From an optimization exercise on the open Yosys and OpenROAD flow, aimed at small area, a short achievable clock period and few clock cycles per item; shortcuts taken in it are not production practice.
Only simulation tests tie the RTL to the original design; equivalence was not proved.

==> build 84 <==
==> flow/design.v <==
package acc_pkg;
  typedef union packed {
    logic [4*8-1:0]    word;
    logic [3:0][8-1:0] pix;   
  } pixel_word_t;
  typedef logic [1:0] slot_t;
  typedef logic [$clog2((16 / 4))-1:0] word_idx_t;
  typedef logic [2:0][5:0][8-1:0] window_t;
endpackage
`timescale 1ns/1ps
module acc_control (
  input  logic        clk,
  input  logic        reset,
  input  logic        start,
  output logic [15:0] addr,
  output logic        en,
  output logic        we,
  output logic        finish,
  output logic        shift,
  output logic        load_dup,
  output logic        dummy,
  output logic        kfirst,
  output logic        klast
);
  logic       busy;
  logic       en_q, we_q, fin_q;
  logic [4:0] addr_q;
  logic [6:0] cnt;       
  logic [4:0] rcnt;      
  logic [4:0] wcnt;      
  logic       arr;       
  logic [5:0] shcnt;     
  assign addr   = {10'd0, we_q, addr_q};
  assign en     = en_q;
  assign we     = we_q;
  assign finish = fin_q;
  assign dummy    = (shcnt >= 6'd32) && (shcnt <= 6'd36);
  assign shift    = arr || dummy;
  assign load_dup = (shcnt < 6'd4);
  logic kfirst_q, klast_q;
  assign kfirst   = kfirst_q;
  assign klast    = klast_q;
  logic op_rd, op_idle, last_op;
  always_comb begin
    op_rd   = 1'b0;
    op_idle = 1'b0;
    if (cnt < 7'd10)                       op_rd = 1'b1;
    else if (cnt >= 7'd15 && cnt < 7'd20)  op_rd = 1'b1;
    else if (cnt >= 7'd25 && cnt < 7'd30)  op_rd = 1'b1;
    else if (cnt >= 7'd35 && cnt < 7'd40)  op_rd = 1'b1;
    else if (cnt >= 7'd45 && cnt < 7'd50)  op_rd = 1'b1;
    else if (cnt >= 7'd55 && cnt < 7'd57)  op_rd = 1'b1;
    else if (cnt >= 7'd57 && cnt < 7'd60)  op_idle = 1'b1;
  end
  assign last_op = (cnt == 7'd67);
  always_ff @(posedge clk or posedge reset) begin
    if (reset) begin
      busy   <= 1'b0;
      en_q   <= 1'b0;
      we_q   <= 1'b0;
      fin_q  <= 1'b0;
      addr_q <= '0;
      cnt    <= '0;
      rcnt   <= '0;
      wcnt   <= '0;
      arr    <= 1'b0;
      shcnt  <= '0;
      kfirst_q <= 1'b0;
      klast_q  <= 1'b0;
    end else begin
      arr <= en_q && !we_q;
      if (shift) begin
        shcnt    <= shcnt + 6'd1;
        kfirst_q <= (shcnt[1:0] == 2'd1);
        klast_q  <= (shcnt[1:0] == 2'd0);
      end
      if (!busy) begin
        if (fin_q) begin
          if (!start) fin_q <= 1'b0;
        end else if (start) begin
          busy   <= 1'b1;
          en_q   <= 1'b1;
          we_q   <= 1'b0;
          addr_q <= '0;
          cnt    <= 7'd1;
          rcnt   <= 5'd1;
          wcnt   <= '0;
          shcnt  <= '0;
        end
      end else begin
        cnt <= cnt + 7'd1;
        if (last_op) begin
          busy  <= 1'b0;
          en_q  <= 1'b0;
          we_q  <= 1'b0;
          fin_q <= 1'b1;
        end else if (op_idle) begin
          en_q <= 1'b0;
        end else if (op_rd) begin
          en_q   <= 1'b1;
          we_q   <= 1'b0;
          addr_q <= rcnt;
          rcnt   <= rcnt + 5'd1;
        end else begin
          en_q   <= 1'b1;
          we_q   <= 1'b1;
          addr_q <= wcnt;
          wcnt   <= wcnt + 5'd1;
        end
      end
    end
  end
endmodule
`timescale 1ns/1ps
module line_buffer (
  input  logic            clk,
  input  logic            shift,
  input  logic            load_dup,
  input  logic            dummy,
  input  logic [31:0]     dataR,
  output logic [18*8-1:0] window
);
  logic [31:0] c0, c1, c2, c3, c4, c5, c6, c7, c8, c9;
  logic [7:0]  c10;   
  always_ff @(posedge clk) begin
    if (shift) begin
      c0  <= dummy ? c3 : dataR;
      c1  <= c0;
      c2  <= c1;
      c3  <= c2;
      c4  <= load_dup ? dataR : c3;
      c5  <= c4;
      c6  <= c5;
      c7  <= c6;
      c8  <= c7;
      c9  <= c8;
      c10 <= c9[31:24];
    end
  end
  assign window = {c0[7:0], c1, c2[31:24], c4[7:0], c5, c6[31:24], c8[7:0], c9, c10};
endmodule
`timescale 1ns/1ps
module sobel_unit (
  input  logic            clk,
  input  logic            kfirst,   
  input  logic            klast,    
  input  logic [18*8-1:0] window,   
  output logic [31:0]     result
);
  logic [6*10-1:0] vs_d, vs_q;
  logic [6*9-1:0]  vd_d, vd_q;
  logic            kfirst_q, klast_q;
  logic [4*10-1:0] ax_d, ay_d, ax_q, ay_q;   
  always_comb begin
    for (int j = 0; j < 6; j++) begin
      vs_d[10*j +: 10] = {2'b00, window[8*j +: 8]} + {1'b0, window[48 + 8*j +: 8], 1'b0}
                       + {2'b00, window[96 + 8*j +: 8]};
      vd_d[9*j +: 9]   = {1'b0, window[8*j +: 8]} - {1'b0, window[96 + 8*j +: 8]};
    end
  end
  always_ff @(posedge clk) begin
    vs_q     <= vs_d;
    vd_q     <= vd_d;
    kfirst_q <= kfirst;
    klast_q  <= klast;
  end
  always_comb begin
    logic [9:0]         vs [0:5];
    logic signed [8:0]  vd [0:5];
    logic signed [10:0] gx, gy;
    for (int j = 0; j < 6; j++) begin
      vs[j] = vs_q[10*j +: 10];
      vd[j] = vd_q[9*j +: 9];
    end
    if (kfirst_q) begin
      vs[0] = vs[1];
      vd[0] = vd[1];
    end
    if (klast_q) begin
      vs[5] = vs[4];
      vd[5] = vd[4];
    end
    for (int c = 0; c < 4; c++) begin
      gx = $signed({1'b0, vs[c + 2]}) - $signed({1'b0, vs[c]});
      gy = 11'(vd[c]) + 11'(vd[c + 2]) + (11'(vd[c + 1]) <<< 1);
      ax_d[10*c +: 10] = {gx[10:8] != {3{gx[10]}}, gx[10], gx[7:0] ^ {8{gx[10]}}};
      ay_d[10*c +: 10] = {gy[10:8] != {3{gy[10]}}, gy[10], gy[7:0] ^ {8{gy[10]}}};
    end
  end
  always_ff @(posedge clk) begin
    ax_q <= ax_d;
    ay_q <= ay_d;
  end
  always_comb begin
    logic [9:0] sum;
    for (int c = 0; c < 4; c++) begin
      sum = {2'b00, ax_q[10*c +: 8]} + {2'b00, ay_q[10*c +: 8]}
          + {9'd0, ax_q[10*c + 8]} + {9'd0, ay_q[10*c + 8]};
      result[8*c +: 8] = (ax_q[10*c + 9] || ay_q[10*c + 9] || sum[9:8] != 2'b00)
                       ? 8'hFF : sum[7:0];
    end
  end
endmodule
`timescale 1ns/1ps
module acc_top (
  input  logic        clk,
  input  logic        reset,
  input  logic        start,
  output logic [15:0] addr,
  output logic        en,
  output logic        we,
  input  logic [31:0] dataR,
  output logic [31:0] dataW,
  output logic        finish
);
  logic        shift;        
  logic        load_dup;     
  logic        dummy;        
  logic        kfirst;       
  logic        klast;        
  logic [18*8-1:0] window;   
  logic [31:0] result;
  acc_control u_control (
    .clk      (clk),
    .reset    (reset),
    .start    (start),
    .addr     (addr),
    .en       (en),
    .we       (we),
    .finish   (finish),
    .shift    (shift),
    .load_dup (load_dup),
    .dummy    (dummy),
    .kfirst   (kfirst),
    .klast    (klast)
  );
  line_buffer u_line_buffer (
    .clk      (clk),
    .shift    (shift),
    .load_dup (load_dup),
    .dummy    (dummy),
    .dataR    (dataR),
    .window   (window)
  );
  sobel_unit u_sobel (
    .clk    (clk),
    .kfirst (kfirst),
    .klast  (klast),
    .window (window),
    .result (result)
  );
  always_ff @(posedge clk) dataW <= result;
endmodule
==> flow/run.sh <==
#!/bin/bash
# synth_recipe.tcl (not shown) runs the flow's synth.tcl, then flattens the netlist and writes it again
# the make line also repeats each setting of config.mk as NAME=value (left out here)
make -C /OpenROAD-flow-scripts/flow DESIGN_CONFIG=/design/flow/config.mk WORK_HOME=/design/flow/orfs CLKGATE_MAP_FILE= SYNTH_SCRIPT=/design/flow/synth_recipe.tcl finish
==> flow/config.mk <==
export PLATFORM = sky130hd
export DESIGN_NAME = acc_top
export DESIGN_NICKNAME = acc_top
export VERILOG_FILES = /design/flow/design.v
export SDC_FILE = /design/flow/constraint.sdc
export NUM_CORES = 4
export LEC_CHECK = 0
export CAP_MARGIN = 20
export CORE_MARGIN = 2
export CORE_UTILIZATION = 40
export SLEW_MARGIN = 20
==> flow/constraint.sdc <==
create_clock -name core_clock -period 12.5 [get_ports {clk}]
set_input_delay 2.5000 -clock core_clock [delete_from_list [all_inputs] [get_ports {clk}]]
set_output_delay 2.5000 -clock core_clock [all_outputs]
set_load 0.01 [all_outputs]
==> inputs of build 71, as changes to build 84 <==
==> flow/design.v (replaced) <==
package acc_pkg;
  typedef union packed {
    logic [4*8-1:0]    word;
    logic [3:0][8-1:0] pix;   
  } pixel_word_t;
  typedef logic [1:0] slot_t;
  typedef logic [$clog2((16 / 4))-1:0] word_idx_t;
  typedef logic [2:0][5:0][8-1:0] window_t;
endpackage
`timescale 1ns/1ps
module acc_control (
  input  logic        clk,
  input  logic        reset,
  input  logic        start,
  output logic [15:0] addr,
  output logic        en,
  output logic        we,
  output logic        finish,
  output logic        shift,
  output logic        load_dup,
  output logic        dummy,
  output logic        kfirst,
  output logic        klast
);
  logic       busy;
  logic       en_q, we_q, fin_q;
  logic [4:0] addr_q;
  logic [5:0] rcnt;      
  logic [5:0] wcnt;      
  logic [3:0] lead;      
  logic       arr;       
  logic [5:0] shcnt;     
  assign addr   = {10'd0, we_q, addr_q};
  assign en     = en_q;
  assign we     = we_q;
  assign finish = fin_q;
  assign dummy    = (shcnt >= 6'd32) && (shcnt <= 6'd36);
  assign shift    = arr || dummy;
  assign load_dup = (shcnt < 6'd4);
  assign kfirst   = (shcnt[1:0] == 2'd2);
  assign klast    = (shcnt[1:0] == 2'd1);
  logic do_read;
  always_comb begin
    if (rcnt == 6'd32)      do_read = 1'b0;
    else if (!we_q)         do_read = (lead != 4'd8);
    else                    do_read = (lead == 4'd5);
  end
  always_ff @(posedge clk or posedge reset) begin
    if (reset) begin
      busy   <= 1'b0;
      en_q   <= 1'b0;
      we_q   <= 1'b0;
      fin_q  <= 1'b0;
      addr_q <= '0;
      rcnt   <= '0;
      wcnt   <= '0;
      lead   <= '0;
      arr    <= 1'b0;
      shcnt  <= '0;
    end else begin
      arr <= en_q && !we_q;
      if (shift) shcnt <= shcnt + 6'd1;
      if (!busy) begin
        if (fin_q) begin
          if (!start) fin_q <= 1'b0;
        end else if (start) begin
          busy   <= 1'b1;
          en_q   <= 1'b1;
          we_q   <= 1'b0;
          addr_q <= '0;
          rcnt   <= 6'd1;
          wcnt   <= '0;
          lead   <= 4'd1;
          shcnt  <= '0;
        end
      end else if (wcnt == 6'd32) begin
        busy  <= 1'b0;
        en_q  <= 1'b0;
        we_q  <= 1'b0;
        fin_q <= 1'b1;
      end else if (do_read) begin
        we_q   <= 1'b0;
        addr_q <= rcnt[4:0];
        rcnt   <= rcnt + 6'd1;
        lead   <= lead + 4'd1;
      end else begin
        we_q   <= 1'b1;
        addr_q <= wcnt[4:0];
        wcnt   <= wcnt + 6'd1;
        lead   <= lead - 4'd1;
      end
    end
  end
endmodule
`timescale 1ns/1ps
module line_buffer (
  input  logic            clk,
  input  logic            shift,
  input  logic            load_dup,
  input  logic            dummy,
  input  logic            kfirst,
  input  logic            klast,
  input  logic [31:0]     dataR,
  output logic [18*8-1:0] window
);
  logic [31:0] c0, c1, c2, c3, c4, c5, c6, c7, c8, c9;
  logic [7:0]  c10;   
  always_ff @(posedge clk) begin
    if (shift) begin
      c0  <= dummy ? c3 : dataR;
      c1  <= c0;
      c2  <= c1;
      c3  <= c2;
      c4  <= load_dup ? dataR : c3;
      c5  <= c4;
      c6  <= c5;
      c7  <= c6;
      c8  <= c7;
      c9  <= c8;
      c10 <= c9[31:24];
    end
  end
  logic [7:0] tl, ml, bl, tr, mr, br;
  assign tl = kfirst ? c9[7:0]   : c10;
  assign ml = kfirst ? c5[7:0]   : c6[31:24];
  assign bl = kfirst ? c1[7:0]   : c2[31:24];
  assign tr = klast  ? c9[31:24] : c8[7:0];
  assign mr = klast  ? c5[31:24] : c4[7:0];
  assign br = klast  ? c1[31:24] : c0[7:0];
  assign window = {br, c1, bl, mr, c5, ml, tr, c9, tl};
endmodule
`timescale 1ns/1ps
module sobel_unit (
  input  logic [18*8-1:0] window,   
  output logic [31:0]     result
);
  logic [9:0]        vs [0:5];
  logic signed [8:0] vd [0:5];
  always_comb begin
    for (int j = 0; j < 6; j++) begin
      vs[j] = {2'b00, window[8*j +: 8]} + {1'b0, window[48 + 8*j +: 8], 1'b0}
            + {2'b00, window[96 + 8*j +: 8]};
      vd[j] = $signed({1'b0, window[8*j +: 8]}) - $signed({1'b0, window[96 + 8*j +: 8]});
    end
  end
  always_comb begin
    logic signed [10:0] gx;
    logic signed [10:0] gy;
    logic [7:0]         lx, ly;
    logic               sx, sy, hx, hy;
    logic [9:0]         sum;
    for (int c = 0; c < 4; c++) begin
      gx = $signed({1'b0, vs[c + 2]}) - $signed({1'b0, vs[c]});
      gy = 11'(vd[c]) + 11'(vd[c + 2]) + (11'(vd[c + 1]) <<< 1);
      sx = gx[10];
      sy = gy[10];
      hx = (gx[10:8] != {3{sx}});
      hy = (gy[10:8] != {3{sy}});
      lx = gx[7:0] ^ {8{sx}};
      ly = gy[7:0] ^ {8{sy}};
      sum = {2'b00, lx} + {2'b00, ly} + {9'd0, sx} + {9'd0, sy};
      result[8*c +: 8] = (hx || hy || sum[9:8] != 2'b00) ? 8'hFF : sum[7:0];
    end
  end
endmodule
`timescale 1ns/1ps
module acc_top (
  input  logic        clk,
  input  logic        reset,
  input  logic        start,
  output logic [15:0] addr,
  output logic        en,
  output logic        we,
  input  logic [31:0] dataR,
  output logic [31:0] dataW,
  output logic        finish
);
  logic        shift;        
  logic        load_dup;     
  logic        dummy;        
  logic        kfirst;       
  logic        klast;        
  logic [18*8-1:0] window;   
  logic [31:0] result;
  acc_control u_control (
    .clk      (clk),
    .reset    (reset),
    .start    (start),
    .addr     (addr),
    .en       (en),
    .we       (we),
    .finish   (finish),
    .shift    (shift),
    .load_dup (load_dup),
    .dummy    (dummy),
    .kfirst   (kfirst),
    .klast    (klast)
  );
  line_buffer u_line_buffer (
    .clk      (clk),
    .shift    (shift),
    .load_dup (load_dup),
    .dummy    (dummy),
    .kfirst   (kfirst),
    .klast    (klast),
    .dataR    (dataR),
    .window   (window)
  );
  sobel_unit u_sobel (
    .window (window),
    .result (result)
  );
  always_ff @(posedge clk) dataW <= result;
endmodule
==> inputs of trial 28, as changes to build 84 <==
--- a/flow/design.v
+++ b/flow/design.v
@@ -43,14 +43,5 @@
   logic op_rd, op_idle, last_op;
-  always_comb begin
-    op_rd   = 1'b0;
-    op_idle = 1'b0;
-    if (cnt < 7'd10)                       op_rd = 1'b1;
-    else if (cnt >= 7'd15 && cnt < 7'd20)  op_rd = 1'b1;
-    else if (cnt >= 7'd25 && cnt < 7'd30)  op_rd = 1'b1;
-    else if (cnt >= 7'd35 && cnt < 7'd40)  op_rd = 1'b1;
-    else if (cnt >= 7'd45 && cnt < 7'd50)  op_rd = 1'b1;
-    else if (cnt >= 7'd55 && cnt < 7'd57)  op_rd = 1'b1;
-    else if (cnt >= 7'd57 && cnt < 7'd60)  op_idle = 1'b1;
-  end
-  assign last_op = (cnt == 7'd67);
+  assign op_rd   = (cnt < 7'd8) || (cnt[2] && cnt < 7'd60);
+  assign op_idle = (cnt == 7'd8);
+  assign last_op = (cnt == 7'd65);
   always_ff @(posedge clk or posedge reset) begin
@@ -119,2 +110,4 @@
   input  logic            dummy,
+  input  logic            kfirst,
+  input  logic            klast,
   input  logic [31:0]     dataR,
@@ -139,3 +132,10 @@
   end
-  assign window = {c0[7:0], c1, c2[31:24], c4[7:0], c5, c6[31:24], c8[7:0], c9, c10};
+  logic [7:0] tl, ml, bl, tr, mr, br;
+  assign tl = kfirst ? c9[7:0]   : c10;
+  assign ml = kfirst ? c5[7:0]   : c6[31:24];
+  assign bl = kfirst ? c1[7:0]   : c2[31:24];
+  assign tr = klast  ? c9[31:24] : c8[7:0];
+  assign mr = klast  ? c5[31:24] : c4[7:0];
+  assign br = klast  ? c1[31:24] : c0[7:0];
+  assign window = {br, c1, bl, mr, c5, ml, tr, c9, tl};
 endmodule
@@ -144,4 +144,2 @@
   input  logic            clk,
-  input  logic            kfirst,   
-  input  logic            klast,    
   input  logic [18*8-1:0] window,   
@@ -149,11 +147,14 @@
 );
-  logic [6*10-1:0] vs_d, vs_q;
-  logic [6*9-1:0]  vd_d, vd_q;
-  logic            kfirst_q, klast_q;
-  logic [4*10-1:0] ax_d, ay_d, ax_q, ay_q;   
+  logic [9:0]         vs [0:5];
+  logic signed [8:0]  vd [0:5];
+  logic [4*11-1:0]    gx_d, gy_d, gx_q, gy_q;
   always_comb begin
     for (int j = 0; j < 6; j++) begin
-      vs_d[10*j +: 10] = {2'b00, window[8*j +: 8]} + {1'b0, window[48 + 8*j +: 8], 1'b0}
-                       + {2'b00, window[96 + 8*j +: 8]};
-      vd_d[9*j +: 9]   = {1'b0, window[8*j +: 8]} - {1'b0, window[96 + 8*j +: 8]};
+      vs[j] = {2'b00, window[8*j +: 8]} + {1'b0, window[48 + 8*j +: 8], 1'b0}
+            + {2'b00, window[96 + 8*j +: 8]};
+      vd[j] = $signed({1'b0, window[8*j +: 8]}) - $signed({1'b0, window[96 + 8*j +: 8]});
+    end
+    for (int c = 0; c < 4; c++) begin
+      gx_d[11*c +: 11] = $signed({1'b0, vs[c + 2]}) - $signed({1'b0, vs[c]});
+      gy_d[11*c +: 11] = 11'(vd[c]) + 11'(vd[c + 2]) + (11'(vd[c + 1]) <<< 1);
     end
@@ -161,41 +162,22 @@
   always_ff @(posedge clk) begin
-    vs_q     <= vs_d;
-    vd_q     <= vd_d;
-    kfirst_q <= kfirst;
-    klast_q  <= klast;
+    gx_q <= gx_d;
+    gy_q <= gy_d;
   end
   always_comb begin
-    logic [9:0]         vs [0:5];
-    logic signed [8:0]  vd [0:5];
-    logic signed [10:0] gx, gy;
-    for (int j = 0; j < 6; j++) begin
-      vs[j] = vs_q[10*j +: 10];
-      vd[j] = vd_q[9*j +: 9];
-    end
-    if (kfirst_q) begin
-      vs[0] = vs[1];
-      vd[0] = vd[1];
-    end
-    if (klast_q) begin
-      vs[5] = vs[4];
-      vd[5] = vd[4];
-    end
+    logic [10:0] gx;
+    logic [10:0] gy;
+    logic [7:0]  lx, ly;
+    logic        sx, sy, hx, hy;
+    logic [9:0]  sum;
     for (int c = 0; c < 4; c++) begin
-      gx = $signed({1'b0, vs[c + 2]}) - $signed({1'b0, vs[c]});
-      gy = 11'(vd[c]) + 11'(vd[c + 2]) + (11'(vd[c + 1]) <<< 1);
-      ax_d[10*c +: 10] = {gx[10:8] != {3{gx[10]}}, gx[10], gx[7:0] ^ {8{gx[10]}}};
-      ay_d[10*c +: 10] = {gy[10:8] != {3{gy[10]}}, gy[10], gy[7:0] ^ {8{gy[10]}}};
-    end
-  end
-  always_ff @(posedge clk) begin
-    ax_q <= ax_d;
-    ay_q <= ay_d;
-  end
-  always_comb begin
-    logic [9:0] sum;
-    for (int c = 0; c < 4; c++) begin
-      sum = {2'b00, ax_q[10*c +: 8]} + {2'b00, ay_q[10*c +: 8]}
-          + {9'd0, ax_q[10*c + 8]} + {9'd0, ay_q[10*c + 8]};
-      result[8*c +: 8] = (ax_q[10*c + 9] || ay_q[10*c + 9] || sum[9:8] != 2'b00)
-                       ? 8'hFF : sum[7:0];
+      gx = gx_q[11*c +: 11];
+      gy = gy_q[11*c +: 11];
+      sx = gx[10];
+      sy = gy[10];
+      hx = (gx[10:8] != {3{sx}});
+      hy = (gy[10:8] != {3{sy}});
+      lx = gx[7:0] ^ {8{sx}};
+      ly = gy[7:0] ^ {8{sy}};
+      sum = {2'b00, lx} + {2'b00, ly} + {9'd0, sx} + {9'd0, sy};
+      result[8*c +: 8] = (hx || hy || sum[9:8] != 2'b00) ? 8'hFF : sum[7:0];
     end
@@ -241,2 +223,4 @@
     .dummy    (dummy),
+    .kfirst   (kfirst),
+    .klast    (klast),
     .dataR    (dataR),
@@ -246,4 +230,2 @@
     .clk    (clk),
-    .kfirst (kfirst),
-    .klast  (klast),
     .window (window),
==> flow_metrics.env <==
export IMPL_status="finished clean"
export IMPL_viasPerCell=5.001
export IMPL_mostFrequentLayoutCells="edfxtp_1 (328), inv_1 (279), ha_1 (203), fa_1 (128), xor2_1 (121)"
export IMPL_r2r_start="u_line_buffer.c9[17]$_DFFE_PN_"
export IMPL_stdcell_count=3205
export IMPL_critical_path_max_stage_delay_ns=0.60
export IMPL_grt_pass1_vias=16169
export IMPL_r2r_end="u_sobel.gx_q[43]$_DFF_P_"
export IMPL_worstSetupStartpoint="u_line_buffer.c9[17]$_DFFE_PN_"
export IMPL_area_growth_pct=13.68
export IMPL_use_met3=0.02689
Source of the figures above: trial 28

==> flow_metrics.env <==
export IMPL_status="finished clean"
export IMPL_drtPass1Iterations=5
export IMPL_stdcell_count=3089
export IMPL_worstSetupStartpoint="u_line_buffer.c9[9]$_DFFE_PN_"
export IMPL_mostFrequentLayoutCells="edfxtp_1 (328), inv_1 (282), ha_1 (204), xnor2_1 (146), fa_1 (131)"
export IMPL_critical_path_max_stage_delay_ns=0.52
export IMPL_grt_pass1_vias=15895
export IMPL_cap_viol_max_count=0
export IMPL_viasPerCell=5.050
export IMPL_gr_total_overflow=0
export IMPL_area_growth_pct=12.99
export IMPL_port_buffers=75
export IMPL_r2r_end="dataW[17]$_SDFF_PP1_"
Source of the figures above: build 71

==> flow_metrics.env <==
export IMPL_status="finished clean"
export IMPL_area_growth_pct=13.72
export IMPL_synth_top_family_by_area="adder cells"
export IMPL_worstSetupStartpoint="u_sobel.kfirst_q$_DFF_P_"
export IMPL_cts_hold_buffers=0
export IMPL_viasPerCell=4.963
export IMPL_critical_path_max_stage_delay_ns=0.92
export IMPL_mostFrequentLayoutCells="edfxtp_1 (328), ha_1 (225), dfxtp_1 (222), inv_1 (198), xnor2_1 (138)"
export IMPL_r2r_end="u_sobel.ay_q[9]$_DFF_P_"
export IMPL_register_area_sq_mm=0.01517
export IMPL_use_met3=0.02837
export IMPL_synth_area_sq_mm=0.02915
export IMPL_grt_pass1_vias=17219
export IMPL_dp_slack_ns=8.101
export IMPL_r2r_start="u_sobel.kfirst_q$_DFF_P_"
Source of the figures above: build 84

Testbench counts of build 84, summed over its fixed seeds: cycles 9,072, images 128.
Testbench counts of build 71, summed over its fixed seeds: cycles 8,688, images 128.
Testbench counts of trial 28, summed over its fixed seeds: cycles 8,816, images 128.

==> port drivers added, routing unchanged <==
How much do the figures lean on ideal ports? The routed layouts below were timed once more, with nothing changed but the port constraints.
Step 1, drivers: a clkbuf_16 drives clk and a buf_2 each remaining input, both assumed.
Step 2 times the ports against the registers' clock, not the clock port: input delays grow and output delays shrink by t, the midpoint of the rising clock arrivals with the driver on.
Slacks: ideal ports / drivers / drivers and shift; pairs: ideal ports / drivers.
| run | t (ns) | slack for setup (ns) | worst hold slack (ns) | worst setup path after step 2 | cell pins on the clock port's net |
|---|---|---|---|---|---|
| build 84 | 0.692 | 8.123 / 8.123 / 8.123 | 0.412 / 0.412 / 0.412 | register to register | 1 |
| build 71 | 0.643 | 4.609 / 4.609 / 4.609 | 0.406 / 0.406 / 0.406 | register to register | 1 |
| trial 28 | 0.667 | 7.371 / 7.371 / 7.371 | 0.414 / 0.414 / 0.414 | register to register | 1 |
After both steps every run listed still meets setup and hold.
